Source: an optimization exercise on an open RTL-to-GDS flow (aim: small area and a short achievable clock period). Production flows keep margins and buffers that such runs may drop.
Function was checked by simulation only, so behaviour that the tests miss may differ from the original.

==> flow/design.v (outline; a module is shown in full before it is edited, if it fits) <==
// module bfly_dot: 1092 lines
// module bfly_engine_top: 171 lines
module bfly_engine_top #(
  parameter int data_width = DATA_WIDTH,
  parameter int bu_par     = BU_PAR,
  parameter int frac_bits  = FRAC_BITS
) (
  input  logic                           clk,
  input  logic                           rst_n,
  input  logic                           up_vld,
  input  logic signed [data_width-1:0]   up_dat,
  input  logic                           cfg_we,
  input  logic [CFG_ADDR_W-1:0]          cfg_addr,
  input  logic [CFG_DATA_W-1:0]          cfg_wdata,
  output logic                           dn_vld,
  output logic [2*bu_par*data_width-1:0] dn_dat
);
  // ...
==> flow/flow/run.sh <==
#!/bin/bash
# The standard layout (the standard.sh, which runs the standard synthesis
# unchanged), with these ORFS arguments set:
#  - port buffers use buf_2 instead of the default delay-cell buffer;
#  - clock tree synthesis uses clkbuf_16, clusters of up to 30 sinks within
#    60 um, and inserts no dummy balancing loads;
#  - timing repair aims for 5.25 ns of setup slack (a 2.75 ns period).
# Each tool's full output goes to the ORFS logs under orfs/logs, and the
# make output to standard.log here.
set -euo pipefail
export BUFFER_PORTS_ARGS="-buffer_cell sky130_fd_sc_hd__buf_2"
export CTS_ARGS="-sink_clustering_enable -repair_clock_nets -buf_list sky130_fd_sc_hd__clkbuf_16 -sink_clustering_size 24 -sink_clustering_max_diameter 50 -dont_use_dummy_load"
bash standard.sh SETUP_SLACK_MARGIN=5.25 finish > standard.log 2>&1
==> flow/standard.sh <==
#!/bin/bash
# synth_recipe.tcl (not shown) runs the flow's synth.tcl, then flattens the netlist and writes it again
# the make line also repeats each setting of config.mk as NAME=value (left out here)
make -C /OpenROAD-flow-scripts/flow DESIGN_CONFIG=/design/flow/config.mk WORK_HOME=/design/flow/orfs CLKGATE_MAP_FILE= SYNTH_SCRIPT=/design/flow/synth_recipe.tcl "${@:-finish}"
==> flow/config.mk <==
export PLATFORM = sky130hd
export DESIGN_NAME = bfly_engine_top
export DESIGN_NICKNAME = bfly_engine_top
export VERILOG_FILES = /design/flow/design.v
export SDC_FILE = /design/flow/constraint.sdc
export NUM_CORES = 4
export LEC_CHECK = 0
export CAP_MARGIN = 20
export CELL_PAD_IN_SITES_DETAIL_PLACEMENT = 1
export CELL_PAD_IN_SITES_GLOBAL_PLACEMENT = 1
export CORE_MARGIN = 2
export CORE_UTILIZATION = 65
export PLACE_DENSITY = 0.75
export SLEW_MARGIN = 60
==> flow/constraint.sdc <==
create_clock -name core_clock -period 8.0 [get_ports {clk}]
set_input_delay 1.6000 -clock core_clock [delete_from_list [all_inputs] [get_ports {clk}]]
set_output_delay 1.6000 -clock core_clock [all_outputs]
set_load 0.01 [all_outputs]
==> results.py, run 1 <==
metrics = {
    "synthesis": {
        "synth.yosys.warnings": 16,
        "seq_area_frac_synth": 0.636,
        "synthXorXnorAreaFrac": 0.0561,
        "synth.distinct_cells": 70,
        "synth_mux_area_frac": 0.0185,
        "yosysMostFrequentCell": "sky130_fd_sc_hd__edfxtp_1",
        "adder_cell_fraction_of_synth_area": 0.103,
    },
    "place": {
        "place_inst": 4399,
        "placement.setup.worst_slack_ps": 4480,
        "place.gp.congestion": 0.954,
    },
    "grt": {
        "grt-busiest-layer": "met2",
        "groute.layer.met2.usage": 0.665,
        "grt.met3_usage": 0.0695,
        "grt_start_max_net_pins": 145,
    },
    "outcome": {
        "outcome": "finished clean",
    },
    "worst_setup_path": {
        "critical_path_fanout_max": 1,
        "crit_family": "flip-flops",
        "cp-start-kind": "register",
        "critPathArrivalTime_ps": 1290,
        "critical_path_buf_inv_count": 1,
        "worst_r2r_dst": "dot_i.r793",
    },
    "timing": {
        "max_slew.worst_pin.slew_ps": 688,
        "setup-violations-final": 0,
        "maxClockFrequency_mhz": 346,
        "rsz0062_at_grt": "true",
        "timing.setup.tns_ps": 0,
    },
    "layout": {
        "largest_reg_flops": 256,
        "drive_above_1_share": 0.154,
        "signal_buffer_area_fraction": 0.0321,
        "nNonClkInverters": 259,
    },
    "floorplan": {
        "floorplan.initialDensity": 0.659,
        "core_um2": 74700,
        "ioPinCount": 185,
        "floorplan.die.height_um": 279,
        "floorplan.die.width_um": 279,
    },
    "clock_tree": {
        "numClockSinks": 1210,
        "postCtsSetupBuffers": 3,
    },
    "routing": {
        "first_iter_violations": 3860,
        "routed_wire_length_per_instance_um": 35.6,
    },
    "min_path": {
        "hold_end": "mask_d[2][5]",
    },
}
==> run 2: changes to the inputs <==
--- a/flow/flow/run.sh
+++ b/flow/flow/run.sh
@@ -10,4 +10,4 @@
 set -euo pipefail
 export BUFFER_PORTS_ARGS="-buffer_cell sky130_fd_sc_hd__buf_2"
-export CTS_ARGS="-sink_clustering_enable -repair_clock_nets -buf_list sky130_fd_sc_hd__clkbuf_16 -sink_clustering_size 24 -sink_clustering_max_diameter 50 -dont_use_dummy_load"
+export CTS_ARGS="-sink_clustering_enable -repair_clock_nets -buf_list sky130_fd_sc_hd__clkbuf_16 -sink_clustering_size 30 -sink_clustering_max_diameter 60 -dont_use_dummy_load -balance_levels"
 bash standard.sh SETUP_SLACK_MARGIN=5.25 finish > standard.log 2>&1
==> results.py, run 2 <==
metrics = {
    "outcome": {
        "outcome": "finished clean",
    },
    "synthesis": {
        "synth_top_family_by_area": "compound AO/OA/AOI/OAI gates",
        "synth_mux_area_frac": 0.0185,
        "synth.distinct_cells": 70,
        "syn_area_um2": 49200,
        "synthXorXnorAreaFrac": 0.0561,
        "most_frequent_cells_after_synthesis": "sky130_fd_sc_hd__edfxtp_1, sky130_fd_sc_hd__dfxtp_1, sky130_fd_sc_hd__a22oi_1, sky130_fd_sc_hd__inv_1, sky130_fd_sc_hd__fa_1",
        "ys_dominant_reg_cell": "sky130_fd_sc_hd__edfxtp_1",
        "seq_area_frac_synth": 0.636,
        "mappedNetlistNets": 3784,
        "synth-compound-area-share": 0.108,
        "synth.yosys.warnings": 16,
        "ys_async_sr_fraction": 0.0182,
        "synth_top_area_cell": "sky130_fd_sc_hd__edfxtp_1",
        "synth.avg_cell_area_um2": 14.3,
        "synth_simple_gate_area_share": 0.0368,
        "post-synth-top-area-fraction": 0.425,
        "yosys_register_bits": 1210,
        "cells_after_synth": 3453,
        "adder_cell_fraction_of_synth_area": 0.103,
        "yosysMostFrequentCell": "sky130_fd_sc_hd__edfxtp_1",
        "synth.area.top_cells": "sky130_fd_sc_hd__edfxtp_1, sky130_fd_sc_hd__dfxtp_1, sky130_fd_sc_hd__fa_1",
        "synth_edf_count": 696,
    },
    "routing": {
        "detail_route.first_pass.iterations": 6,
        "first_iter_violations": 3363,
        "route.vias.total": 29800,
        "routed_wire_length_per_instance_um": 32.1,
        "vias_per_cell": 6.66,
        "antenna_violating_nets_left": 0,
        "drcViolationCount": 0,
        "route.final.wire_length_um": 144000,
    },
    "timing": {
        "timing.setup.tns_ps": 0,
        "maxSlewHeadroom": 0.524,
        "report.final.hold_viol_count": 0,
        "maxSlewViolCount": 0,
        "hold_slack_ps": 326,
        "maxClockFrequency_mhz": 349,
        "setup-violations-final": 0,
        "finalWorstPathRequiredPeriod_ps": 2870,
        "max_slew.worst_pin.slew_ps": 706,
        "post-route-period-util": 0.359,
        "skew_final_ps": 114,
        "rsz0062_at_grt": "true",
    },
    "grt": {
        "number_of_antenna_violations_at_the_first_check_in_global_routing": 11,
        "first_global_vias": 32100,
        "grt.met3_usage": 0.0553,
        "groute.layer.met2.usage": 0.620,
        "grt-ovfl-total": 0,
        "grt_start_max_net_pins": 145,
        "global_route_met1_usage": 0.467,
        "gr-usage-all-layers": 0.367,
        "grt-busiest-layer": "met2",
        "grt_first_pass_wirelength_um": 209000,
    },
    "layout": {
        "multiInputGateArea_um2": 16200,
        "drive_above_1_share": 0.144,
        "layout_top_registers": "coef_q x256, coef_s x224",
        "fillers": 6481,
        "final_common_cell": "sky130_fd_sc_hd__edfxtp_1",
        "top_register_by_number_of_flip_flops": "coef_q",
        "layout-area-overhead-vs-synth_pct": 8.36,
        "area.sequential_um2": 31500,
        "final_core_util": 0.714,
        "fin_area_um2": 53300,
        "largest_reg_flops": 256,
        "mostFrequentLayoutCells": "sky130_fd_sc_hd__edfxtp_1, sky130_fd_sc_hd__dfxtp_1, sky130_fd_sc_hd__a22oi_1, sky130_fd_sc_hd__inv_1, sky130_fd_sc_hd__fa_1",
        "layout.nets": 3843,
    },
    "worst_setup_path": {
        "reg2reg_setup_slack_ps": 5260,
        "worst_r2r_startpoint": "dot_i.a0_q[13]",
        "worst_r2r_dst": "dot_i.r793",
        "worstPathCellList": "buf_6",
        "crit_path_max_incr_delay_ps": 470,
        "critical_path_fanout_max": 1,
        "timing_worst_setup_path_type": "register to output port",
        "crit_family": "flip-flops",
        "critPathCaptureType": "output port",
        "worst_endpoint_required_time_ps": 6400,
        "critPathArrivalTime_ps": 1270,
        "reg2regPathDepth": 6,
        "critical_path_buf_inv_count": 1,
        "cp-start-kind": "register",
        "cpMaxStageDelayCell": "sky130_fd_sc_hd__edfxtp_1",
    },
    "floorplan": {
        "floorplan.die.width_um": 279,
        "floorplan.initialDensity": 0.659,
        "core_um2": 74700,
        "floorplan.die.height_um": 279,
        "fp.dieArea_um2": 77900,
        "ioPinCount": 185,
        "rows": 100,
    },
    "min_path": {
        "timing.hold.worst_path_depth": 0,
        "hold_end": "mask_d[3][4]",
        "timing.hold.worst.class": "register to register",
        "hold_start": "mask_d[2][4]",
    },
    "clock_tree": {
        "cts-buffers-inserted": 68,
        "holdBufCountCts": 0,
        "tritoncts": "done",
        "worst_skew_pair.late_latency_ps": 680,
        "cts-root-buf": "sky130_fd_sc_hd__clkbuf_16",
        "cts_buffer_depth": 3,
        "numClockSinks": 1210,
        "htree_num_levels": 3,
        "clkTransAtPathRegs_ps": 90,
    },
    "job": {
        "drv_cap": 0,
    },
    "place": {
        "port-buffer-count": 184,
        "place.gp.congestion": 0.954,
        "post_place_cell_area_um2": 51100,
        "half_perimeter_wire_length_of_the_detailed_placement_result_um": 90600,
    },
}
## run 2: cell type report
class	count	area share
multi-input cells	1732	0.304
clock buffers	68	0.0319
diodes	3	0.000141
flip-flops and latches	1210	0.592
well taps	969	0.0227
inverters	259	0.0189
repair buffers	241	0.0307
## run 2: stage by stage
step           instances  setup slack, ps
6_report            4482             5130
5_1_grt             4480             5110
4_1_cts             4471             5130
3_5_place_dp        4399             4480
3_3_place_gp        4374             4260
2_1_floorplan       3453             4820
## run 2: cell families (layout without fill, tap and decap cells)
group | count (synthesis) | count (layout)
XOR/XNOR | 315 | 315
multiplexers | 71 | 71
flip-flops | 1210 | 1210
AO/OA/AOI/OAI | 704 | 704
adder cells (fa/ha/maj) | 275 | 275
other | 0 | 3
AND/OR/NAND/NOR | 367 | 367
buffers and inverters | 511 | 568
## run 2: timing repair
item / in CTS / in global routing
setup buffers: 4 / 5
pin swaps: 3 / 5
setup endpoints to repair: 175 / 214
gates resized for setup: 25 / 60
gates cloned: 0 / 0
## run 2: routing by layer
layer,part of all wire,vias to the layer above
met5,0.00019,-
met2,0.50,1710
li1,-,12300
met3,0.080,438
met4,0.051,4
met1,0.37,15400
## run 2: worst max path at each step
stage                startpoint            end  depth (start not counted)
floorplan           cfg_addr[3]  coef_q[10][0]                          2
global placement         up_vld  samp_s[7][12]                          3
detailed placement  cfg_addr[3]       sel_q[4]                          6
CTS                  dn_dat[49]     dn_dat[49]                          1
global route         dn_dat[49]     dn_dat[49]                          1
finish               dn_dat[49]     dn_dat[49]                          1
==> run 3: changes to the inputs <==
--- a/flow/flow/run.sh
+++ b/flow/flow/run.sh
@@ -10,4 +10,4 @@
 set -euo pipefail
 export BUFFER_PORTS_ARGS="-buffer_cell sky130_fd_sc_hd__buf_2"
-export CTS_ARGS="-sink_clustering_enable -repair_clock_nets -buf_list sky130_fd_sc_hd__clkbuf_16 -sink_clustering_size 30 -sink_clustering_max_diameter 60 -dont_use_dummy_load -balance_levels"
+export CTS_ARGS="-sink_clustering_enable -repair_clock_nets -buf_list sky130_fd_sc_hd__clkbuf_16 -sink_clustering_size 30 -sink_clustering_max_diameter 60 -dont_use_dummy_load -sink_clustering_levels 1"
 bash standard.sh SETUP_SLACK_MARGIN=5.25 finish > standard.log 2>&1
==> results.py, run 3 <==
metrics = {
    "worst_setup_path": {
        "critical_path_cell_count": 1,
        "critPathCaptureType": "output port",
        "worst_r2r_dst": "dot_i.r793",
        "crit_family": "flip-flops",
        "crit_path_start": "dn_dat[49]",
        "crit_path_max_incr_delay_ps": 470,
        "worst_r2r_startpoint": "dot_i.a0_q[13]",
        "critPathArrivalTime_ps": 1270,
        "setup.worst_path.end": "dn_dat[49]",
        "critical_path_fanout_max": 1,
        "critical_path_buf_inv_count": 1,
        "worstPathCellList": "buf_6",
        "reg2reg_setup_slack_ps": 5260,
        "cpMaxStageDelayCell": "sky130_fd_sc_hd__edfxtp_1",
        "reg2regPathDepth": 6,
        "cp-start-kind": "register",
        "worst_endpoint_required_time_ps": 6400,
        "timing_worst_setup_path_type": "register to output port",
    },
    "clock_tree": {
        "tritoncts": "done",
        "clkTransAtPathRegs_ps": 90,
        "worst_skew_pair.late_latency_ps": 680,
        "cts-root-buf": "sky130_fd_sc_hd__clkbuf_16",
        "htree_num_levels": 3,
        "holdBufCountCts": 0,
        "cts-buffers-inserted": 68,
        "numClockSinks": 1210,
        "cts_buffer_depth": 3,
    },
    "synthesis": {
        "yosys_register_bits": 1210,
        "syn_area_um2": 49200,
        "mappedNetlistNets": 3784,
        "synth_top_area_cell": "sky130_fd_sc_hd__edfxtp_1",
        "ys_dominant_reg_cell": "sky130_fd_sc_hd__edfxtp_1",
        "yosysMostFrequentCell": "sky130_fd_sc_hd__edfxtp_1",
        "synth.area.top_cells": "sky130_fd_sc_hd__edfxtp_1, sky130_fd_sc_hd__dfxtp_1, sky130_fd_sc_hd__fa_1",
        "cells_after_synth": 3453,
        "most_frequent_cells_after_synthesis": "sky130_fd_sc_hd__edfxtp_1, sky130_fd_sc_hd__dfxtp_1, sky130_fd_sc_hd__a22oi_1, sky130_fd_sc_hd__inv_1, sky130_fd_sc_hd__fa_1",
        "synth.yosys.warnings": 16,
        "post-synth-top-area-fraction": 0.425,
        "synth.avg_cell_area_um2": 14.3,
        "synth.distinct_cells": 70,
        "synth_edf_count": 696,
        "ys_async_sr_fraction": 0.0182,
        "seq_area_frac_synth": 0.636,
    },
    "timing": {
        "finalWorstPathRequiredPeriod_ps": 2870,
        "setup-violations-final": 0,
        "maxClockFrequency_mhz": 349,
        "skew_final_ps": 114,
        "maxSlewHeadroom": 0.524,
        "worst_slack_ps": 5130,
        "rsz0062_at_grt": "true",
        "report.final.hold_viol_count": 0,
        "post-route-period-util": 0.359,
        "max_slew.worst_pin.slew_ps": 706,
        "timing.setup.tns_ps": 0,
        "maxSlewViolCount": 0,
    },
    "floorplan": {
        "ioPinCount": 185,
        "floorplan.initialDensity": 0.659,
        "rows": 100,
        "fp.dieArea_um2": 77900,
        "floorplan.die.width_um": 279,
        "core_um2": 74700,
        "floorplan.die.height_um": 279,
    },
    "grt": {
        "grt_start_max_net_pins": 145,
        "grt_first_pass_wirelength_um": 209000,
        "gr-usage-all-layers": 0.367,
        "grt-ovfl-total": 0,
        "number_of_antenna_violations_at_the_first_check_in_global_routing": 11,
        "first_global_vias": 32100,
    },
    "min_path": {
        "timing.hold.worst_path_depth": 0,
        "timing.hold.worst.class": "register to register",
    },
    "routing": {
        "route.vias.total": 29800,
        "wl_met3_um": 11500,
        "route.final.wire_length_um": 144000,
        "routedLengthMet1_um": 52800,
        "antenna_violating_nets_left": 0,
        "highest-signal-layer": "met5",
        "met2_length_um": 72400,
        "vias_per_cell": 6.66,
        "drcViolationCount": 0,
        "detail_route.first_pass.iterations": 6,
        "routed_wire_length_per_instance_um": 32.1,
        "first_iter_violations": 3363,
    },
    "layout": {
        "largest_reg_flops": 256,
        "layout-area-overhead-vs-synth_pct": 8.36,
        "layout_top_registers": "coef_q x256, coef_s x224",
        "mostFrequentLayoutCells": "sky130_fd_sc_hd__edfxtp_1, sky130_fd_sc_hd__dfxtp_1, sky130_fd_sc_hd__a22oi_1, sky130_fd_sc_hd__inv_1, sky130_fd_sc_hd__fa_1",
        "top_register_by_number_of_flip_flops": "coef_q",
        "final_common_cell": "sky130_fd_sc_hd__edfxtp_1",
        "drive_above_1_share": 0.144,
        "layout.nets": 3843,
    },
    "place": {
        "place.gp.congestion": 0.954,
        "placement.setup.worst_slack_ps": 4480,
        "port-buffer-count": 184,
        "half_perimeter_wire_length_of_the_detailed_placement_result_um": 90600,
    },
    "outcome": {
        "outcome": "finished clean",
    },
    "job": {
        "drv_cap": 0,
    },
}
## run 3: cell counts in the layout (fill, tap and decap cells not counted)
Identical to the previous run, type by type.
## run 3: how the worst min path moves through the flow
stage | start | endpoint | slack, ps
2_1_floorplan | mask_d[1][0] | mask_d[2][0] | 310
3_3_place_gp | mask_d[2][5] | mask_d[3][5] | 310
3_5_place_dp | mask_d[2][5] | mask_d[3][5] | 310
4_1_cts | mask_d[2][4] | mask_d[3][4] | 330
5_1_grt | mask_d[2][4] | mask_d[3][4] | 340
6_report | mask_d[2][4] | mask_d[3][4] | 330
## run 3: area by class of cell
class	count	area, um2
Inverter	259	1010
Sequential cell	1210	31500
Fill cell	6481	21400
Multi-Input combinational cell	1732	16200
Clock buffer	68	1700
Tap cell	969	1210
Antenna cell	3	7.51
Timing Repair Buffer	241	1640
## run 3: cell families (layout without fill, tap and decap cells)
family	count (synthesis)	count (layout)	synth area share
flops	1210	1210	0.636
fa+ha+maj	275	275	0.103
simple gates	367	367	0.0368
other cells	0	3	0
mux	71	71	0.0185
buf+inv	511	568	0.0416
xor+xnor	315	315	0.0561
compound gates	704	704	0.108
## run 3: timing repair
item,CTS,global route
resized for setup,25,60
setup buffers,4,5
cloned,0,0
pin swaps,3,5
setup endpoints to repair,175,214
## run 3: stage by stage
stage                     hold slack (ps)  instance area, um2  cells  utilization
final                                 326               53300   4482        0.714
after global routing                  337               53300   4480        0.714
after CTS                             326               52900   4471        0.709
after detailed placement              313               51100   4399        0.684
after global placement                312               50600   4374        0.677
after floorplan                       310               49400   3453            -
## run 3: layer usage
layer | global-route usage | vias up
met4 | 0.178 | 4
met1 | 0.467 | 15400
met3 | 0.0553 | 438
met5 | 0 | -
li1 | - | 12300
met2 | 0.620 | 1710
==> module bfly_engine_top, before the edit <==
module bfly_engine_top #(
  parameter int data_width = DATA_WIDTH,
  parameter int bu_par     = BU_PAR,
  parameter int frac_bits  = FRAC_BITS
) (
  input  logic                           clk,
  input  logic                           rst_n,
  input  logic                           up_vld,
  input  logic signed [data_width-1:0]   up_dat,
  input  logic                           cfg_we,
  input  logic [CFG_ADDR_W-1:0]          cfg_addr,
  input  logic [CFG_DATA_W-1:0]          cfg_wdata,
  output logic                           dn_vld,
  output logic [2*bu_par*data_width-1:0] dn_dat
);
  localparam int DW = 16;
  logic                  in_vld, in_we;
  logic [DW-1:0]         in_dat;
  logic [CFG_ADDR_W-1:0] in_addr;
  logic [CFG_DATA_W-1:0] in_wdata;
  assign in_vld   = up_vld;
  assign in_dat   = up_dat;
  assign in_we    = cfg_we;
  assign in_addr  = cfg_addr;
  assign in_wdata = cfg_wdata;
  logic [2:0]    lane_cnt;
  logic          grp_last;            
  logic          grp_done;            
  logic [DW-1:0] slot [7];
  logic [DW-1:0] samp_s [8];
  assign grp_last = in_vld && (lane_cnt == 3'd7);
  always_ff @(posedge clk or negedge rst_n) begin
    if (!rst_n) begin
      lane_cnt <= '0;
      grp_done <= 1'b0;
    end else begin
      grp_done <= grp_last;
      if (in_vld) lane_cnt <= lane_cnt + 3'd1;
    end
  end
  always_ff @(posedge clk) begin
    for (int k = 0; k < 7; k++) begin
      if (in_vld && lane_cnt == 3'(k)) slot[k] <= in_dat;
    end
    if (grp_last) begin
      for (int j = 0; j < 7; j++) samp_s[j] <= slot[j];
      samp_s[7] <= in_dat;
    end
  end
  logic [9:0]    cfg_set;
  logic [23:0]   perm_q, rec_q;
  logic [DW-1:0] coef_q [16];
  logic [23:0]   perm_eff, rec_eff;
  logic [DW-1:0] coef_eff [16];
  logic [23:0]   ident;
  always_ff @(posedge clk or negedge rst_n) begin
    if (!rst_n) begin
      cfg_set <= '0;
    end else if (in_we) begin
      for (int w = 0; w < 10; w++) begin
        if (in_addr == 4'(w)) cfg_set[w] <= 1'b1;
      end
    end
  end
  always_ff @(posedge clk) begin
    if (in_we) begin
      if (in_addr == 4'd0) perm_q <= in_wdata[23:0];
      if (in_addr == 4'd1) rec_q  <= in_wdata[23:0];
      for (int m = 0; m < 8; m++) begin
        if (in_addr == 4'(2 + m)) begin
          coef_q[2*m]   <= in_wdata[15:0];
          coef_q[2*m+1] <= in_wdata[31:16];
        end
      end
    end
  end
  for (genvar i = 0; i < 8; i++) begin : g_ident
    assign ident[3*i +: 3] = 3'(i);
  end
  assign perm_eff = cfg_set[0] ? perm_q : ident;
  assign rec_eff  = cfg_set[1] ? rec_q  : ident;
  for (genvar n = 0; n < 16; n++) begin : g_coef_eff
    assign coef_eff[n] = cfg_set[2 + n/2] ? coef_q[n] : '0;
  end
  logic [2*DW-1:0] coef_s [7];
  logic [23:0]     perm_s;
  logic [23:0]     rec_s;
  logic            busy;                
  logic [2:0]      step;
  logic            act;
  logic [2:0]      k_now;
  logic [5:0]      perm_pair;
  logic [2*DW-1:0] coef_pair;
  logic [23:0]     rec_now;
  always_ff @(posedge clk or negedge rst_n) begin
    if (!rst_n) begin
      busy <= 1'b0;
      step <= '0;
    end else begin
      if (grp_done) begin
        busy <= 1'b1;
        step <= 3'd1;
      end else if (busy) begin
        step <= step + 3'd1;
        if (step == 3'd7) busy <= 1'b0;
      end
    end
  end
  logic [23:0] perm_byp;
  logic [5:0]  sel_q;
  assign perm_byp = (in_we && in_addr == 4'd0) ? in_wdata[23:0] : perm_eff;
  always_ff @(posedge clk) begin
    if (grp_last) begin
      sel_q <= perm_byp[5:0];
    end else if (busy && step[0] && step != 3'd7) begin
      sel_q <= perm_s[6*(step[2:1]+2'd1) +: 6];
    end
  end
  always_ff @(posedge clk) begin
    if (grp_done) begin
      rec_s  <= rec_eff;
      perm_s <= perm_eff;
    end
    for (int m = 0; m < 7; m++) begin
      if (grp_done || m == 6) begin
        coef_s[m] <= {coef_eff[4*((m+1)/2) + 2 + (m+1)%2], coef_eff[4*((m+1)/2) + (m+1)%2]};
      end else begin
        coef_s[m] <= coef_s[m+1];
      end
    end
  end
  assign act       = grp_done || busy;
  assign k_now     = grp_done ? 3'd0 : step;
  assign perm_pair = sel_q;
  assign coef_pair = grp_done ? {coef_eff[2], coef_eff[0]} : coef_s[0];
  assign rec_now   = grp_done ? rec_eff : rec_s;
  logic [DW-1:0] y;
  logic [7:0]    mask;
  logic [7:0]    mask_d [DOT_STAGES+1];
  logic          last_d [DOT_STAGES+1];
  bfly_dot dot_i (
    .clk (clk),
    .a0  (samp_s[perm_pair[2:0]]),
    .a1  (samp_s[perm_pair[5:3]]),
    .b0  (coef_pair[DW-1:0]),
    .b1  (coef_pair[2*DW-1:DW]),
    .y   (y)
  );
  for (genvar i = 0; i < 8; i++) begin : g_mask
    assign mask[i] = act && (rec_now[3*i +: 3] == k_now);
  end
  assign mask_d[0] = mask;
  assign last_d[0] = busy && (step == 3'd7);
  always_ff @(posedge clk or negedge rst_n) begin
    if (!rst_n) begin
      for (int s = 1; s <= DOT_STAGES; s++) last_d[s] <= 1'b0;
      dn_vld <= 1'b0;
    end else begin
      for (int s = 1; s <= DOT_STAGES; s++) last_d[s] <= last_d[s-1];
      dn_vld <= last_d[DOT_STAGES];
    end
  end
  always_ff @(posedge clk) begin
    for (int s = 1; s <= DOT_STAGES; s++) mask_d[s] <= mask_d[s-1];
  end
  always_ff @(posedge clk) begin
    for (int i = 0; i < 8; i++) begin
      if (mask_d[DOT_STAGES][i]) dn_dat[DW*i +: DW] <= y;
    end
  end
endmodule
==> run 4: changes to the inputs <==
--- a/flow/design.v
+++ b/flow/design.v
@@ -1237,4 +1237,13 @@
   assign k_now     = grp_done ? 3'd0 : step;
   assign perm_pair = sel_q;
+  logic [DW-1:0] pick_a, pick_b;
+  always_comb begin
+    pick_a = '0;
+    pick_b = '0;
+    for (int j = 0; j < 8; j++) begin
+      pick_a |= samp_s[j] & {DW{perm_pair[2:0] == 3'(j)}};
+      pick_b |= samp_s[j] & {DW{perm_pair[5:3] == 3'(j)}};
+    end
+  end
   assign coef_pair = grp_done ? {coef_eff[2], coef_eff[0]} : coef_s[0];
   assign rec_now   = grp_done ? rec_eff : rec_s;
@@ -1245,6 +1254,6 @@
   bfly_dot dot_i (
     .clk (clk),
-    .a0  (samp_s[perm_pair[2:0]]),
-    .a1  (samp_s[perm_pair[5:3]]),
+    .a0  (pick_a),
+    .a1  (pick_b),
     .b0  (coef_pair[DW-1:0]),
     .b1  (coef_pair[2*DW-1:DW]),
--- a/flow/flow/run.sh
+++ b/flow/flow/run.sh
@@ -10,4 +10,4 @@
 set -euo pipefail
 export BUFFER_PORTS_ARGS="-buffer_cell sky130_fd_sc_hd__buf_2"
-export CTS_ARGS="-sink_clustering_enable -repair_clock_nets -buf_list sky130_fd_sc_hd__clkbuf_16 -sink_clustering_size 30 -sink_clustering_max_diameter 60 -dont_use_dummy_load -sink_clustering_levels 1"
+export CTS_ARGS="-sink_clustering_enable -repair_clock_nets -buf_list sky130_fd_sc_hd__clkbuf_16 -sink_clustering_size 30 -sink_clustering_max_diameter 60 -dont_use_dummy_load"
 bash standard.sh SETUP_SLACK_MARGIN=5.25 finish > standard.log 2>&1
==> results.py, run 4 <==
metrics = {
    "outcome": {
        "outcome": "finished clean",
    },
    "grt": {
        "grt_start_max_net_pins": 133,
        "number_of_antenna_violations_at_the_first_check_in_global_routing": 8,
        "grt-ovfl-total": 0,
        "first_global_vias": 32200,
        "gr-usage-all-layers": 0.372,
        "grt_first_pass_wirelength_um": 211000,
    },
    "place": {
        "place.gp.congestion": 0.909,
        "place_inst": 4333,
        "placement.setup.worst_slack_ps": 4510,
        "half_perimeter_wire_length_of_the_detailed_placement_result_um": 94100,
        "port-buffer-count": 184,
    },
    "synthesis": {
        "adder_cell_fraction_of_synth_area": 0.103,
        "synth.distinct_cells": 71,
        "synth_edf_count": 696,
        "yosysMostFrequentCell": "sky130_fd_sc_hd__edfxtp_1",
        "ys_dominant_reg_cell": "sky130_fd_sc_hd__edfxtp_1",
        "synthXorXnorAreaFrac": 0.0555,
        "cells_after_synth": 3379,
        "synth-compound-area-share": 0.110,
        "post-synth-top-area-fraction": 0.426,
        "most_frequent_cells_after_synthesis": "sky130_fd_sc_hd__edfxtp_1, sky130_fd_sc_hd__dfxtp_1, sky130_fd_sc_hd__a22oi_1, sky130_fd_sc_hd__inv_1, sky130_fd_sc_hd__fa_1",
        "yosys_register_bits": 1210,
        "mappedNetlistNets": 3710,
        "synth_top_family_by_area": "compound AO/OA/AOI/OAI gates",
        "synth_mux_area_frac": 0.0217,
        "syn_area_um2": 49100,
        "seq_area_frac_synth": 0.638,
        "ys_async_sr_fraction": 0.0182,
        "synth_top_area_cell": "sky130_fd_sc_hd__edfxtp_1",
        "synth.area.top_cells": "sky130_fd_sc_hd__edfxtp_1, sky130_fd_sc_hd__dfxtp_1, sky130_fd_sc_hd__fa_1",
        "synth.yosys.warnings": 9,
        "synth.avg_cell_area_um2": 14.5,
        "synth_simple_gate_area_share": 0.0318,
    },
    "timing": {
        "max_slew.worst_pin.slew_ps": 603,
        "maxSlewViolCount": 0,
        "skew_final_ps": 77.0,
        "worst_slack_ps": 5160,
        "rsz0062_at_grt": "true",
        "post-route-period-util": 0.355,
        "timing.setup.tns_ps": 0,
        "report.final.hold_viol_count": 0,
        "hold_slack_ps": 307,
        "maxSlewHeadroom": 0.598,
        "maxClockFrequency_mhz": 352,
        "finalWorstPathRequiredPeriod_ps": 2840,
        "setup-violations-final": 0,
    },
    "layout": {
        "layout.nets": 3778,
        "area.sequential_um2": 31500,
        "layout_top_registers": "coef_q x256, coef_s x224",
        "layout-area-overhead-vs-synth_pct": 8.26,
        "fillers": 6449,
        "drive_above_1_share": 0.164,
        "top_register_by_number_of_flip_flops": "coef_q",
        "final_common_cell": "sky130_fd_sc_hd__edfxtp_1",
        "largest_reg_flops": 256,
        "final_cell_count_no_fill": 4419,
        "multiInputGateArea_um2": 16100,
        "mostFrequentLayoutCells": "sky130_fd_sc_hd__edfxtp_1, sky130_fd_sc_hd__dfxtp_1, sky130_fd_sc_hd__a22oi_1, sky130_fd_sc_hd__inv_1, sky130_fd_sc_hd__fa_1",
    },
    "routing": {
        "drcViolationCount": 0,
        "route.final.wire_length_um": 145000,
        "detail_route.first_pass.iterations": 7,
        "routed_wire_length_per_instance_um": 32.9,
        "first_iter_violations": 3407,
        "antenna_violating_nets_left": 0,
        "vias_per_cell": 6.68,
        "route.vias.total": 29500,
    },
    "job": {
        "drv_cap": 0,
    },
    "worst_setup_path": {
        "crit_path_max_incr_delay_ps": 450,
        "critPathCaptureType": "output port",
        "worstPathCellList": "buf_2",
        "critical_path_fanout_max": 1,
        "cp-start-kind": "register",
        "worst_endpoint_required_time_ps": 6400,
        "cpMaxStageDelayCell": "sky130_fd_sc_hd__edfxtp_1",
        "crit_family": "flip-flops",
        "critPathArrivalTime_ps": 1240,
        "timing_worst_setup_path_type": "register to output port",
        "reg2reg_setup_slack_ps": 5230,
        "critical_path_buf_inv_count": 1,
    },
    "clock_tree": {
        "cts-buffers-inserted": 68,
        "numClockSinks": 1210,
        "clkTransAtPathRegs_ps": 100,
        "holdBufCountCts": 0,
        "htree_num_levels": 3,
        "cts-root-buf": "sky130_fd_sc_hd__clkbuf_16",
        "cts_buffer_depth": 3,
        "worst_skew_pair.late_latency_ps": 650,
        "tritoncts": "done",
    },
    "floorplan": {
        "rows": 100,
        "floorplan.die.height_um": 279,
        "core_um2": 74600,
        "floorplan.initialDensity": 0.658,
        "fp.dieArea_um2": 77700,
        "floorplan.die.width_um": 279,
        "ioPinCount": 185,
    },
    "min_path": {
        "timing.hold.worst.class": "register to register",
    },
}
[run 4: cell count changes in the layout (fill, tap and decap cells not counted), moves of 11 or more]
cell | previous run | this run
sky130_fd_sc_hd__nor2_2 | 4 | 18
sky130_fd_sc_hd__nand2_1 | 81 | 68
sky130_fd_sc_hd__a21oi_1 | 39 | 28
sky130_fd_sc_hd__inv_2 | 4 | 24
sky130_fd_sc_hd__mux2_2 | 9 | 37
sky130_fd_sc_hd__mux2i_1 | 47 | 33
sky130_fd_sc_hd__nor2_1 | 79 | 41
sky130_fd_sc_hd__inv_1 | 252 | 223
sky130_fd_sc_hd__o21ai_0 | 64 | 31
sky130_fd_sc_hd__o21ai_1 | 1 | 20
[run 4: worst paths after layout]
| check | cells after the start | to | start |
|---|---|---|---|
| worst max register to register | 6 | mask_d[1][5] | grp_done |
| worst min register to register | 0 | mask_d[3][1] | mask_d[2][1] |
| worst min-delay path | 0 | mask_d[3][1] | mask_d[2][1] |
| worst max-delay path | 1 | dn_dat[99] | dn_dat[99] |
| max in group asynchronous | 1 | grp_done | rst_n |
| min in group asynchronous | 1 | cfg_set[8] | rst_n |
[run 4: kinds of logic (layout without fill, tap and decap cells)]
logic type | after synthesis | in the layout
and+or+nand+nor | 310 | 310
buffers and inverters | 493 | 559
xor gates and xnor gates | 311 | 311
AOI/OAI and AO/OA | 696 | 696
muxes | 84 | 84
adders and majority gates | 275 | 275
DFF | 1210 | 1210
other | 0 | 5
[run 4: cell type report]
class | count | share of cell area
antenna | 5 | 0.000236
clock buffer | 68 | 0.0320
inverter | 253 | 0.0186
multi-input combinational | 1676 | 0.304
sequential | 1210 | 0.593
tap | 969 | 0.0228
timing repair buffer | 237 | 0.0289
timing repair inverter | 1 | 0.000165
[run 4: layer usage]
layer / routed length, um / global-route usage / part of all wire / vias to the layer above
met4: 7230 / 0.177 / 0.050 / 6
met5: 41 / 0 / 0.00028 / -
met3: 12000 / 0.0650 / 0.083 / 463
met2: 73100 / 0.637 / 0.50 / 1747
met1: 53100 / 0.464 / 0.36 / 15100
li1: - / - / - / 12200
[run 4: repair_timing]
action	4_1_cts	5_1_grt
gates cloned	0	1
pin swaps	5	4
buffers inserted	6	5
setup endpoints to repair	257	203
resized for setup	25	53
[run 4: metrics by stage]
stage,area [um2],util
2_1_floorplan,49200,-
3_3_place_gp,50500,0.677
3_5_place_dp,51000,0.683
4_1_cts,52800,0.708
5_1_grt,53100,0.712
6_report,53100,0.712
==> run 5: changes to the inputs <==
==> flow/config.mk (replaced) <==
export PLATFORM = sky130hd
export DESIGN_NAME = bfly_engine_top
export DESIGN_NICKNAME = bfly_engine_top
export VERILOG_FILES = /design/flow/design.v
export SDC_FILE = /design/flow/constraint.sdc
export NUM_CORES = 4
export LEC_CHECK = 0
export CAP_MARGIN = 20
export CELL_PAD_IN_SITES_DETAIL_PLACEMENT = 0
export CELL_PAD_IN_SITES_GLOBAL_PLACEMENT = 0
export CORE_MARGIN = 2
export CORE_UTILIZATION = 78
export PLACE_DENSITY = 0.88
export SLEW_MARGIN = 60
==> results.py, run 5 <==
metrics = {
    "timing": {
        "timing.setup.tns_ps": 0,
        "max_slew.worst_pin.slew_ps": 614,
        "setup-violations-final": 0,
        "report.final.hold_viol_count": 0,
        "finalWorstPathRequiredPeriod_ps": 2870,
        "rsz0062_at_grt": "true",
        "maxClockFrequency_mhz": 349,
        "skew_final_ps": 83.9,
        "post-route-period-util": 0.358,
        "maxSlewHeadroom": 0.590,
        "maxSlewViolCount": 0,
    },
    "layout": {
        "multiInputGateArea_um2": 16100,
        "ant_diodes": 0,
        "fillers": 2801,
        "final_common_cell": "sky130_fd_sc_hd__edfxtp_1",
        "fin_area_um2": 52500,
        "final_core_util": 0.847,
        "layout_top_registers": "coef_q x256, coef_s x224",
        "mostFrequentLayoutCells": "sky130_fd_sc_hd__edfxtp_1, sky130_fd_sc_hd__dfxtp_1, sky130_fd_sc_hd__a22oi_1, sky130_fd_sc_hd__inv_1, sky130_fd_sc_hd__fa_1",
        "layout.nets": 3748,
        "top_register_by_number_of_flip_flops": "coef_q",
        "drive_above_1_share": 0.158,
        "largest_reg_flops": 256,
        "area.sequential_um2": 31500,
        "layout-area-overhead-vs-synth_pct": 6.93,
    },
    "min_path": {
        "timing.hold.worst.class": "register to register",
    },
    "floorplan": {
        "ioPinCount": 185,
        "core_um2": 61900,
        "floorplan.die.height_um": 255,
        "fp.dieArea_um2": 64900,
        "rows": 91,
        "floorplan.die.width_um": 255,
        "floorplan.initialDensity": 0.792,
    },
    "routing": {
        "drcViolationCount": 0,
        "routed_wire_length_per_instance_um": 28.3,
        "antenna_violating_nets_left": 0,
        "route.final.wire_length_um": 120000,
        "vias_per_cell": 6.88,
        "detail_route.first_pass.iterations": 7,
        "first_iter_violations": 3991,
        "route.vias.total": 29300,
    },
    "synthesis": {
        "synth.distinct_cells": 71,
        "synth.avg_cell_area_um2": 14.5,
        "mappedNetlistNets": 3710,
        "yosysMostFrequentCell": "sky130_fd_sc_hd__edfxtp_1",
        "post-synth-top-area-fraction": 0.426,
        "cells_after_synth": 3379,
        "synth.area.top_cells": "sky130_fd_sc_hd__edfxtp_1, sky130_fd_sc_hd__dfxtp_1, sky130_fd_sc_hd__fa_1",
        "seq_area_frac_synth": 0.638,
        "synth_edf_count": 696,
        "synth_top_area_cell": "sky130_fd_sc_hd__edfxtp_1",
        "ys_async_sr_fraction": 0.0182,
        "synth.yosys.warnings": 9,
        "syn_area_um2": 49100,
        "yosys_register_bits": 1210,
        "ys_dominant_reg_cell": "sky130_fd_sc_hd__edfxtp_1",
        "most_frequent_cells_after_synthesis": "sky130_fd_sc_hd__edfxtp_1, sky130_fd_sc_hd__dfxtp_1, sky130_fd_sc_hd__a22oi_1, sky130_fd_sc_hd__inv_1, sky130_fd_sc_hd__fa_1",
    },
    "clock_tree": {
        "htree_num_levels": 2,
        "cts_buffer_depth": 3,
        "tritoncts": "done",
        "cts-root-buf": "sky130_fd_sc_hd__clkbuf_16",
        "cts-buffers-inserted": 55,
        "clkTransAtPathRegs_ps": 100,
        "holdBufCountCts": 0,
        "numClockSinks": 1210,
        "worst_skew_pair.late_latency_ps": 660,
    },
    "outcome": {
        "outcome": "finished clean",
    },
    "grt": {
        "first_global_vias": 30000,
        "grt_start_max_net_pins": 141,
        "gr-usage-all-layers": 0.375,
        "number_of_antenna_violations_at_the_first_check_in_global_routing": 7,
        "grt_first_pass_wirelength_um": 180000,
        "grt-ovfl-total": 0,
    },
    "worst_setup_path": {
        "critical_path_buf_inv_count": 1,
        "worstPathCellList": "buf_6",
        "crit_path_max_incr_delay_ps": 470,
        "cp-start-kind": "register",
        "cpMaxStageDelayCell": "sky130_fd_sc_hd__edfxtp_1",
        "critPathCaptureType": "output port",
        "critical_path_fanout_max": 1,
        "crit_family": "flip-flops",
        "critPathArrivalTime_ps": 1270,
        "worst_endpoint_required_time_ps": 6400,
        "timing_worst_setup_path_type": "register to output port",
    },
    "place": {
        "post_place_cell_area_um2": 50700,
        "place.gp.congestion": 0.964,
        "port-buffer-count": 184,
        "half_perimeter_wire_length_of_the_detailed_placement_result_um": 76500,
    },
    "job": {
        "drv_cap": 0,
    },
}
-- run 5: cell counts after synthesis --
No cell type changed its count.
-- run 5: path summary, 6_finish.rpt --
check                      cells after the start             to         start  slack, ps
setup / recovery                               1    dn_dat[122]   dn_dat[122]       5130
hold / removal                                 0   mask_d[2][7]  mask_d[1][7]        310
setup reg to reg                               5  dot_i.a1_q[7]      sel_q[3]       5230
hold reg to reg                                0   mask_d[2][7]  mask_d[1][7]        310
max in group asynchronous                      1       grp_done         rst_n       6740
min in group asynchronous                      1    lane_cnt[2]         rst_n        860
-- run 5: through the flow --
step | hold WS [ps] | std cells | setup WS [ps]
6_report | 308 | 4252 | 5130
5_1_grt | 313 | 4252 | 5130
4_1_cts | 314 | 4247 | 5150
3_5_place_dp | 312 | 4191 | 4590
3_3_place_gp | 315 | 4176 | 4190
2_1_floorplan | 310 | 3379 | 4820
-- run 5: repair_timing --
item	CTS	global route
endpoints found under the setup margin	187	204
resized for setup	26	48
endpoints found under the hold margin	0	0
pin swaps	1	2
setup buffers	1	2
-- run 5: cell families (layout without fill, tap and decap cells) --
logic type               count (synthesis)  in the layout  share of synthesized area
AO/OA/AOI/OAI                          696            696                      0.110
buffers and inverters                  493            529                     0.0398
adder cells (fa/ha/maj)                275            275                      0.103
AND/OR/NAND/NOR                        310            310                     0.0318
flip-flops                            1210           1210                      0.638
multiplexers                            84             84                     0.0217
XOR/XNOR                               311            311                     0.0555
-- run 5: area by class of cell --
class / count / area share
inverters: 253 / 0.0188
well taps: 837 / 0.0200
repair buffers: 221 / 0.0263
multi-input cells: 1676 / 0.308
clock buffers: 55 / 0.0262
flip-flops and latches: 1210 / 0.601
-- run 5: per-layer routing --
layer	wire length, um	vias up	GRT usage	part of all wire
li1	-	12100	-	-
met1	40800	14400	0.478	0.34
met2	58300	2220	0.614	0.48
met3	14200	497	0.0851	0.12
met4	6850	8	0.186	0.057
met5	50	-	0	0.00042
==> run 6: changes to the inputs <==
--- a/flow/config.mk
+++ b/flow/config.mk
@@ -10,5 +10,5 @@
 export CELL_PAD_IN_SITES_GLOBAL_PLACEMENT = 0
 export CORE_MARGIN = 2
-export CORE_UTILIZATION = 78
-export PLACE_DENSITY = 0.88
+export CORE_UTILIZATION = 70
+export PLACE_DENSITY = 0.8
 export SLEW_MARGIN = 60
==> results.py, run 6 <==
metrics = {
    "floorplan": {
        "floorplan.die.width_um": 269,
        "floorplan.initialDensity": 0.704,
        "core_um2": 69700,
        "fp.dieArea_um2": 72200,
        "floorplan.die.height_um": 269,
        "ioPinCount": 185,
        "rows": 97,
    },
    "routing": {
        "antenna_violating_nets_left": 0,
        "route.final.wire_length_um": 114000,
        "vias_per_cell": 6.46,
        "drcViolationCount": 0,
        "route.vias.total": 28200,
        "routed_wire_length_per_instance_um": 26.1,
        "detail_route.first_pass.iterations": 6,
        "first_iter_violations": 3459,
    },
    "timing": {
        "timing.setup.tns_ps": 0,
        "rsz0062_at_grt": "true",
        "post-route-period-util": 0.354,
        "max_slew.worst_pin.slew_ps": 601,
        "report.final.hold_viol_count": 0,
        "setup-violations-final": 0,
        "skew_final_ps": 123,
        "maxSlewHeadroom": 0.599,
        "finalWorstPathRequiredPeriod_ps": 2830,
        "maxSlewViolCount": 0,
        "maxClockFrequency_mhz": 353,
    },
    "worst_setup_path": {
        "critPathCaptureType": "output port",
        "timing_worst_setup_path_type": "register to output port",
        "cp-start-kind": "register",
        "crit_family": "flip-flops",
        "critical_path_buf_inv_count": 1,
        "crit_path_max_incr_delay_ps": 440,
        "worst_endpoint_required_time_ps": 6400,
        "worstPathCellList": "buf_2",
        "cpMaxStageDelayCell": "sky130_fd_sc_hd__dfrtp_1",
        "critical_path_fanout_max": 1,
        "critPathArrivalTime_ps": 1230,
    },
    "place": {
        "post_place_cell_area_um2": 50800,
        "place.gp.congestion": 0.990,
        "port-buffer-count": 184,
        "half_perimeter_wire_length_of_the_detailed_placement_result_um": 74400,
    },
    "synthesis": {
        "ys_async_sr_fraction": 0.0182,
        "synth.distinct_cells": 71,
        "post-synth-top-area-fraction": 0.426,
        "synth_top_family_by_area": "compound AO/OA/AOI/OAI gates",
        "yosys_register_bits": 1210,
        "synth-compound-area-share": 0.110,
        "synth.area.top_cells": "sky130_fd_sc_hd__edfxtp_1, sky130_fd_sc_hd__dfxtp_1, sky130_fd_sc_hd__fa_1",
        "synth_edf_count": 696,
        "synth_top_area_cell": "sky130_fd_sc_hd__edfxtp_1",
        "synth_simple_gate_area_share": 0.0318,
        "adder_cell_fraction_of_synth_area": 0.103,
        "syn_area_um2": 49100,
        "seq_area_frac_synth": 0.638,
        "cells_after_synth": 3379,
        "mappedNetlistNets": 3710,
        "yosysMostFrequentCell": "sky130_fd_sc_hd__edfxtp_1",
        "synthXorXnorAreaFrac": 0.0555,
        "synth_mux_area_frac": 0.0217,
        "synth.yosys.warnings": 9,
        "most_frequent_cells_after_synthesis": "sky130_fd_sc_hd__edfxtp_1, sky130_fd_sc_hd__dfxtp_1, sky130_fd_sc_hd__a22oi_1, sky130_fd_sc_hd__inv_1, sky130_fd_sc_hd__fa_1",
        "ys_dominant_reg_cell": "sky130_fd_sc_hd__edfxtp_1",
        "synth.avg_cell_area_um2": 14.5,
    },
    "layout": {
        "mostFrequentLayoutCells": "sky130_fd_sc_hd__edfxtp_1, sky130_fd_sc_hd__dfxtp_1, sky130_fd_sc_hd__a22oi_1, sky130_fd_sc_hd__inv_1, sky130_fd_sc_hd__fa_1",
        "area.sequential_um2": 31500,
        "multiInputGateArea_um2": 16100,
        "layout-area-overhead-vs-synth_pct": 7.49,
        "top_register_by_number_of_flip_flops": "coef_q",
        "largest_reg_flops": 256,
        "final_common_cell": "sky130_fd_sc_hd__edfxtp_1",
        "drive_above_1_share": 0.159,
        "fin_area_um2": 52700,
        "fillers": 4133,
        "layout.nets": 3755,
        "layout_top_registers": "coef_q x256, coef_s x224",
    },
    "clock_tree": {
        "clkTransAtPathRegs_ps": 100,
        "worst_skew_pair.late_latency_ps": 690,
        "cts_buffer_depth": 3,
        "cts-buffers-inserted": 60,
        "cts-root-buf": "sky130_fd_sc_hd__clkbuf_16",
        "tritoncts": "done",
        "htree_num_levels": 2,
        "numClockSinks": 1210,
    },
    "outcome": {
        "outcome": "finished clean",
    },
    "grt": {
        "gr-usage-all-layers": 0.317,
        "grt-ovfl-total": 0,
        "number_of_antenna_violations_at_the_first_check_in_global_routing": 11,
        "grt_first_pass_wirelength_um": 171000,
        "first_global_vias": 28800,
        "grt_start_max_net_pins": 129,
    },
    "min_path": {
        "timing.hold.worst.class": "register to register",
    },
    "job": {
        "drv_cap": 0,
    },
}
## run 6: cell counts after synthesis
Identical to the previous run, type by type.
## run 6: repair_timing
action | in CTS | in global routing
endpoints found under the hold margin | 0 | 0
hold buffers | 0 | 0
buffers inserted | 1 | 2
setup endpoints to repair | 210 | 178
gates resized for setup | 22 | 52
pin swaps | 2 | 4
gates cloned | 1 | 0
## run 6: path summary, 6_finish.rpt
check / startpoint / endpoint / slack (ps) / cells after the start
max: dn_vld / dn_vld / 5170 / 1
min: mask_d[2][1] / mask_d[3][1] / 270 / 0
max reg2reg: dot_i.r188 / dot_i.r759 / 5300 / 6
min reg2reg: mask_d[2][1] / mask_d[3][1] / 270 / 0
max in group asynchronous: rst_n / lane_cnt[0] / 6760 / 1
min in group asynchronous: rst_n / cfg_set[9] / 820 / 1
## run 6: metal layers
layer  track usage  part of all wire  up-vias  wire [um]
met4         0.136             0.042        2       4810
met5             0           0.00025        -         29
met2         0.522              0.49     1568      55900
met3        0.0515             0.089      345      10100
met1         0.424              0.38    14200      43000
li1              -                 -    12100          -
## run 6: cell type report
cell class	instances	area share
antenna	7	0.000332
inverter	253	0.0187
multi-input combinational	1677	0.306
timing repair buffer	222	0.0257
sequential	1210	0.598
clock buffer	60	0.0285
tap	940	0.0223
## run 6: cell families (layout without fill, tap and decap cells)
family,after synthesis,after routing
DFF,1210,1210
AOI/OAI and AO/OA,696,696
buffers and inverters,493,535
xor gates and xnor gates,311,311
and+or+nand+nor,310,311
adders and majority gates,275,275
muxes,84,84
other,0,7
## run 6: per-stage QoR
step	hold slack [ps]	std cells	setup slack, ps	utilization
final	267	4369	5170	0.757
after global routing	274	4365	5140	0.757
after CTS	255	4357	5140	0.752
after detailed placement	313	4295	4580	0.730
after global placement	313	4281	4330	0.724
after floorplan	310	3379	4820	-
==> run 7: changes to the inputs <==
--- a/flow/config.mk
+++ b/flow/config.mk
@@ -12,3 +12,3 @@
 export CORE_UTILIZATION = 70
 export PLACE_DENSITY = 0.8
-export SLEW_MARGIN = 60
+export SLEW_MARGIN = 35
==> results.py, run 7 <==
metrics = {
    "outcome": {
        "outcome": "finished clean",
    },
    "clock_tree": {
        "tritoncts": "done",
        "cts_buffer_depth": 3,
        "cts-buffers-inserted": 58,
        "htree_num_levels": 2,
        "clkTransAtPathRegs_ps": 100,
        "numClockSinks": 1210,
        "cts-root-buf": "sky130_fd_sc_hd__clkbuf_16",
        "worst_skew_pair.late_latency_ps": 680,
    },
    "place": {
        "place_inst": 4282,
        "port-buffer-count": 184,
        "placement.setup.worst_slack_ps": 4490,
        "half_perimeter_wire_length_of_the_detailed_placement_result_um": 73400,
        "place.gp.congestion": 0.990,
    },
    "worst_setup_path": {
        "worst_r2r_dst": "mask_d[1][5]",
        "crit_family": "flip-flops",
        "worst_r2r_startpoint": "grp_done",
        "critPathArrivalTime_ps": 1260,
        "critical_path_fanout_max": 1,
        "crit_path_max_incr_delay_ps": 420,
        "critPathCaptureType": "output port",
        "worstPathCellList": "buf_2",
        "critical_path_buf_inv_count": 1,
        "reg2regPathDepth": 6,
        "cpMaxStageDelayCell": "sky130_fd_sc_hd__dfrtp_1",
        "reg2reg_setup_slack_ps": 5150,
        "cp-start-kind": "register",
        "timing_worst_setup_path_type": "register to output port",
        "worst_endpoint_required_time_ps": 6400,
    },
    "routing": {
        "drcViolationCount": 0,
        "routed_wire_length_per_instance_um": 25.8,
        "route.vias.total": 28100,
        "antenna_violating_nets_left": 0,
        "first_iter_violations": 3429,
        "vias_per_cell": 6.46,
        "route.final.wire_length_um": 112000,
        "detail_route.first_pass.iterations": 6,
    },
    "synthesis": {
        "yosysMostFrequentCell": "sky130_fd_sc_hd__edfxtp_1",
        "syn_area_um2": 49100,
        "yosys_register_bits": 1210,
        "ys_async_sr_fraction": 0.0182,
        "seq_area_frac_synth": 0.638,
        "cells_after_synth": 3379,
        "synth.avg_cell_area_um2": 14.5,
        "mappedNetlistNets": 3710,
        "synth.yosys.warnings": 9,
        "synth_edf_count": 696,
        "post-synth-top-area-fraction": 0.426,
        "synth.area.top_cells": "sky130_fd_sc_hd__edfxtp_1, sky130_fd_sc_hd__dfxtp_1, sky130_fd_sc_hd__fa_1",
        "synth.distinct_cells": 71,
        "most_frequent_cells_after_synthesis": "sky130_fd_sc_hd__edfxtp_1, sky130_fd_sc_hd__dfxtp_1, sky130_fd_sc_hd__a22oi_1, sky130_fd_sc_hd__inv_1, sky130_fd_sc_hd__fa_1",
        "ys_dominant_reg_cell": "sky130_fd_sc_hd__edfxtp_1",
        "synth_top_area_cell": "sky130_fd_sc_hd__edfxtp_1",
    },
    "floorplan": {
        "ioPinCount": 185,
        "fp.dieArea_um2": 72200,
        "floorplan.initialDensity": 0.704,
        "core_um2": 69700,
        "rows": 97,
        "floorplan.die.width_um": 269,
        "floorplan.die.height_um": 269,
    },
    "layout": {
        "final_cell_count_no_fill": 4354,
        "layout_top_registers": "coef_q x256, coef_s x224",
        "multiInputGateArea_um2": 16000,
        "largest_reg_flops": 256,
        "layout.nets": 3743,
        "top_register_by_number_of_flip_flops": "coef_q",
        "area.sequential_um2": 31400,
        "layout-area-overhead-vs-synth_pct": 6.75,
        "fillers": 4211,
        "mostFrequentLayoutCells": "sky130_fd_sc_hd__edfxtp_1, sky130_fd_sc_hd__dfxtp_1, sky130_fd_sc_hd__a22oi_1, sky130_fd_sc_hd__inv_1, sky130_fd_sc_hd__fa_1",
        "final_common_cell": "sky130_fd_sc_hd__edfxtp_1",
        "drive_above_1_share": 0.148,
    },
    "timing": {
        "maxClockFrequency_mhz": 350,
        "setup-violations-final": 0,
        "maxSlewHeadroom": 0.370,
        "post-route-period-util": 0.357,
        "max_slew.worst_pin.slew_ps": 941,
        "report.final.hold_viol_count": 0,
        "hold_slack_ps": 332,
        "worst_slack_ps": 5140,
        "rsz0062_at_grt": "true",
        "finalWorstPathRequiredPeriod_ps": 2860,
        "skew_final_ps": 116,
        "maxSlewViolCount": 0,
        "timing.setup.tns_ps": 0,
    },
    "min_path": {
        "hold_end": "mask_d[3][7]",
        "timing.hold.worst.class": "register to register",
        "hold_start": "mask_d[2][7]",
        "timing.hold.worst_path_depth": 0,
    },
    "grt": {
        "grt-ovfl-total": 0,
        "grt_start_max_net_pins": 129,
        "grt_first_pass_wirelength_um": 169000,
        "gr-usage-all-layers": 0.313,
        "number_of_antenna_violations_at_the_first_check_in_global_routing": 9,
        "first_global_vias": 28400,
    },
    "job": {
        "drv_cap": 0,
    },
}
-- run 7: cell counts after synthesis --
Identical to the previous run, type by type.
-- run 7: worst register-to-register path: cells and delay by family, from the launching register on --
family	cells	cell delay [ps]
AOI/OAI and AO/OA	3	630
buffers and inverters	1	400
DFF	1	700
and+or+nand+nor	2	970
-- run 7: cell type report --
class                      count  share of cell area
antenna                        4            0.000191
inverter                     253              0.0188
tap                          940              0.0225
multi-input combinational   1676               0.306
timing repair buffer         213              0.0247
sequential                  1210               0.600
clock buffer                  58              0.0277
-- run 7: how the worst max path moves through the flow --
stage,to,start,slack (ps),cells after the start
6_report,dn_vld,dn_vld,5140,1
5_1_grt,mask_d[1][5],grp_done,5100,6
4_1_cts,dn_vld,dn_vld,5110,1
3_5_place_dp,samp_s[3][6],up_vld,4490,3
3_3_place_gp,samp_s[3][13],up_vld,4330,3
2_1_floorplan,coef_q[10][0],cfg_addr[3],4820,2
-- run 7: cell families (layout without fill, tap and decap cells) --
group | count (synthesis) | count (layout) | share of synthesized area
compound gates | 696 | 696 | 0.110
mux | 84 | 84 | 0.0217
buf+inv | 493 | 524 | 0.0398
other cells | 0 | 4 | 0
simple gates | 310 | 310 | 0.0318
flops | 1210 | 1210 | 0.638
xor+xnor | 311 | 311 | 0.0555
fa+ha+maj | 275 | 275 | 0.103
-- run 7: routing by layer --
layer | wire, um | track usage | up-vias
li1 | - | - | 12100
met2 | 54600 | 0.512 | 1592
met1 | 42700 | 0.427 | 14100
met5 | 0 | 0 | -
met4 | 4380 | 0.118 | 0
met3 | 10700 | 0.0520 | 317
-- run 7: per-stage QoR --
| stage | instance area, um2 | util |
|---|---|---|
| after floorplan | 49200 | - |
| final | 52400 | 0.752 |
| after detailed placement | 50500 | 0.725 |
| after CTS | 52100 | 0.748 |
| after global placement | 50400 | 0.724 |
| after global routing | 52400 | 0.752 |
-- run 7: what timing repair did --
item	in CTS	in global routing
resized for setup	86	31
pin swaps	0	2
hold buffers	0	0
buffers inserted	4	1
endpoints found under the setup margin	320	305
==> run 8: changes to the inputs <==
--- a/flow/config.mk
+++ b/flow/config.mk
@@ -12,3 +12,3 @@
 export CORE_UTILIZATION = 70
 export PLACE_DENSITY = 0.8
-export SLEW_MARGIN = 35
+export SLEW_MARGIN = 45
==> results.py, run 8 <==
metrics = {
    "outcome": {
        "outcome": "finished clean",
    },
    "layout": {
        "drive_above_1_share": 0.150,
        "final_common_cell": "sky130_fd_sc_hd__edfxtp_1",
        "layout.nets": 3746,
        "layout_top_registers": "coef_q x256, coef_s x224",
        "largest_reg_flops": 256,
        "final_cell_count_no_fill": 4357,
        "top_register_by_number_of_flip_flops": "coef_q",
        "layout-area-overhead-vs-synth_pct": 6.96,
        "final_core_util": 0.753,
        "mostFrequentLayoutCells": "sky130_fd_sc_hd__edfxtp_1, sky130_fd_sc_hd__dfxtp_1, sky130_fd_sc_hd__a22oi_1, sky130_fd_sc_hd__inv_1, sky130_fd_sc_hd__fa_1",
        "multiInputGateArea_um2": 16000,
        "fillers": 4218,
        "area.sequential_um2": 31500,
        "fin_area_um2": 52500,
    },
    "worst_setup_path": {
        "worstPathCellList": "buf_6",
        "timing_worst_setup_path_type": "register to output port",
        "crit_family": "flip-flops",
        "reg2reg_setup_slack_ps": 5320,
        "critPathCaptureType": "output port",
        "critPathArrivalTime_ps": 1220,
        "critical_path_buf_inv_count": 1,
        "crit_path_max_incr_delay_ps": 430,
        "worst_r2r_dst": "dot_i.r793",
        "cpMaxStageDelayCell": "sky130_fd_sc_hd__edfxtp_1",
        "worst_endpoint_required_time_ps": 6400,
        "worst_r2r_startpoint": "dot_i.r165",
        "cp-start-kind": "register",
        "critical_path_fanout_max": 1,
        "reg2regPathDepth": 6,
    },
    "timing": {
        "maxClockFrequency_mhz": 354,
        "maxSlewViolCount": 0,
        "finalWorstPathRequiredPeriod_ps": 2820,
        "maxSlewHeadroom": 0.436,
        "hold_slack_ps": 324,
        "rsz0062_at_grt": "true",
        "report.final.hold_viol_count": 0,
        "skew_final_ps": 93.6,
        "timing.setup.tns_ps": 0,
        "worst_slack_ps": 5180,
        "post-route-period-util": 0.353,
        "setup-violations-final": 0,
        "max_slew.worst_pin.slew_ps": 843,
    },
    "clock_tree": {
        "holdBufCountCts": 0,
        "numClockSinks": 1210,
        "worst_skew_pair.late_latency_ps": 660,
        "htree_num_levels": 2,
        "clkTransAtPathRegs_ps": 100,
        "cts-root-buf": "sky130_fd_sc_hd__clkbuf_16",
        "cts_buffer_depth": 3,
        "cts-buffers-inserted": 61,
        "tritoncts": "done",
    },
    "routing": {
        "drcViolationCount": 0,
        "first_iter_violations": 3480,
        "route.final.wire_length_um": 113000,
        "route.vias.total": 28000,
        "vias_per_cell": 6.43,
        "detail_route.first_pass.iterations": 6,
        "antenna_violating_nets_left": 0,
        "routed_wire_length_per_instance_um": 25.8,
    },
    "floorplan": {
        "rows": 97,
        "fp.dieArea_um2": 72200,
        "ioPinCount": 185,
        "core_um2": 69700,
        "floorplan.initialDensity": 0.704,
        "floorplan.die.height_um": 269,
        "floorplan.die.width_um": 269,
    },
    "min_path": {
        "hold_end": "mask_d[2][7]",
        "timing.hold.worst.class": "register to register",
        "timing.hold.worst_path_depth": 0,
        "hold_start": "mask_d[1][7]",
    },
    "synthesis": {
        "ys_dominant_reg_cell": "sky130_fd_sc_hd__edfxtp_1",
        "synth_top_area_cell": "sky130_fd_sc_hd__edfxtp_1",
        "syn_area_um2": 49100,
        "synth.area.top_cells": "sky130_fd_sc_hd__edfxtp_1, sky130_fd_sc_hd__dfxtp_1, sky130_fd_sc_hd__fa_1",
        "ys_async_sr_fraction": 0.0182,
        "synth_edf_count": 696,
        "post-synth-top-area-fraction": 0.426,
        "yosys_register_bits": 1210,
        "synth.yosys.warnings": 9,
        "synth.avg_cell_area_um2": 14.5,
        "most_frequent_cells_after_synthesis": "sky130_fd_sc_hd__edfxtp_1, sky130_fd_sc_hd__dfxtp_1, sky130_fd_sc_hd__a22oi_1, sky130_fd_sc_hd__inv_1, sky130_fd_sc_hd__fa_1",
        "seq_area_frac_synth": 0.638,
        "mappedNetlistNets": 3710,
        "yosysMostFrequentCell": "sky130_fd_sc_hd__edfxtp_1",
        "synth.distinct_cells": 71,
        "cells_after_synth": 3379,
    },
    "grt": {
        "gr-usage-all-layers": 0.315,
        "number_of_antenna_violations_at_the_first_check_in_global_routing": 10,
        "grt-ovfl-total": 0,
        "grt_first_pass_wirelength_um": 170000,
        "first_global_vias": 28500,
        "grt_start_max_net_pins": 129,
    },
    "place": {
        "post_place_cell_area_um2": 50600,
        "half_perimeter_wire_length_of_the_detailed_placement_result_um": 73800,
        "place.gp.congestion": 0.990,
        "place_inst": 4288,
        "placement.setup.worst_slack_ps": 4490,
        "port-buffer-count": 184,
    },
    "job": {
        "drv_cap": 0,
    },
}
-- run 8: cell counts after synthesis --
No cell type changed its count.
-- run 8: logic make-up (layout without fill, tap and decap cells) --
group / count (synthesis) / count (layout) / share of synthesized area
xor+xnor: 311 / 311 / 0.0555
mux: 84 / 84 / 0.0217
buf+inv: 493 / 527 / 0.0398
fa+ha+maj: 275 / 275 / 0.103
flops: 1210 / 1210 / 0.638
other cells: 0 / 4 / 0
compound gates: 696 / 696 / 0.110
simple gates: 310 / 310 / 0.0318
-- run 8: how the worst max path moves through the flow --
| stage | startpoint | endpoint | slack, ps | cells past startpoint |
|---|---|---|---|---|
| global route | dn_dat[90] | dn_dat[90] | 5140 | 1 |
| floorplan | cfg_addr[3] | coef_q[10][0] | 4820 | 2 |
| global placement | up_vld | samp_s[3][13] | 4330 | 3 |
| finish | dn_dat[90] | dn_dat[90] | 5180 | 1 |
| detailed placement | up_vld | samp_s[3][6] | 4490 | 3 |
| CTS | dn_dat[40] | dn_dat[40] | 5140 | 1 |
-- run 8: layout make-up --
cell class                      instances  area share
Antenna cell                            4    0.000191
Clock buffer                           61      0.0291
Inverter                              253      0.0188
Multi-Input combinational cell       1676       0.305
Sequential cell                      1210       0.601
Tap cell                              940      0.0224
Timing Repair Buffer                  213      0.0235
-- run 8: what timing repair did --
action                     in CTS  in global routing
pin swaps                       1                  0
setup endpoints to repair     321                285
gates cloned                    0                  0
gates resized for setup        77                 57
buffers inserted                4                  0
-- run 8: per-layer routing --
| metal | routed length (um) | share of wire | GRT usage |
|---|---|---|---|
| met1 | 43000 | 0.38 | 0.421 |
| met2 | 55000 | 0.49 | 0.518 |
| met3 | 9930 | 0.088 | 0.0582 |
| met4 | 4580 | 0.041 | 0.121 |
| met5 | 57 | 0.00051 | 0 |

==> re-timing with driven ports <==
No port has a modelled driver above. Below, the same layouts with a new extraction and two added sets of constraints.
Step 1, drivers: a clkbuf_16 drives clk and a buf_2 each remaining input, both assumed.
Step 2 also shifts input and output timing later by t, the mid clock arrival at the registers, as if the neighbouring blocks saw the same clock.
a / b / c = ideal / step 1 / step 2; a / b = the first two.
| run | t (ns) | slack for setup (ns) | pins driven straight from the clock port |
|---|---|---|---|
| run 1 | 0.713 | 5.107 / 5.036 / 4.600 | 1 |
| run 2 | 0.689 | 5.131 / 5.060 / 4.623 | 1 |
| run 3 | 0.689 | 5.131 / 5.060 / 4.623 | 1 |
| run 4 | 0.679 | 5.160 / 5.091 / 4.627 | 1 |
| run 5 | 0.695 | 5.132 / 5.066 / 4.705 | 1 |
| run 6 | 0.697 | 5.167 / 5.099 / 4.714 | 1 |
| run 7 | 0.694 | 5.141 / 5.073 / 4.700 | 1 |
| run 8 | 0.697 | 5.177 / 5.107 / 4.731 | 1 |
After both steps setup and hold are still met in every run listed. For run 4, which loses most, drivers alone change the setup slack by -0.069 ns; drivers and shift together by -0.533 ns.
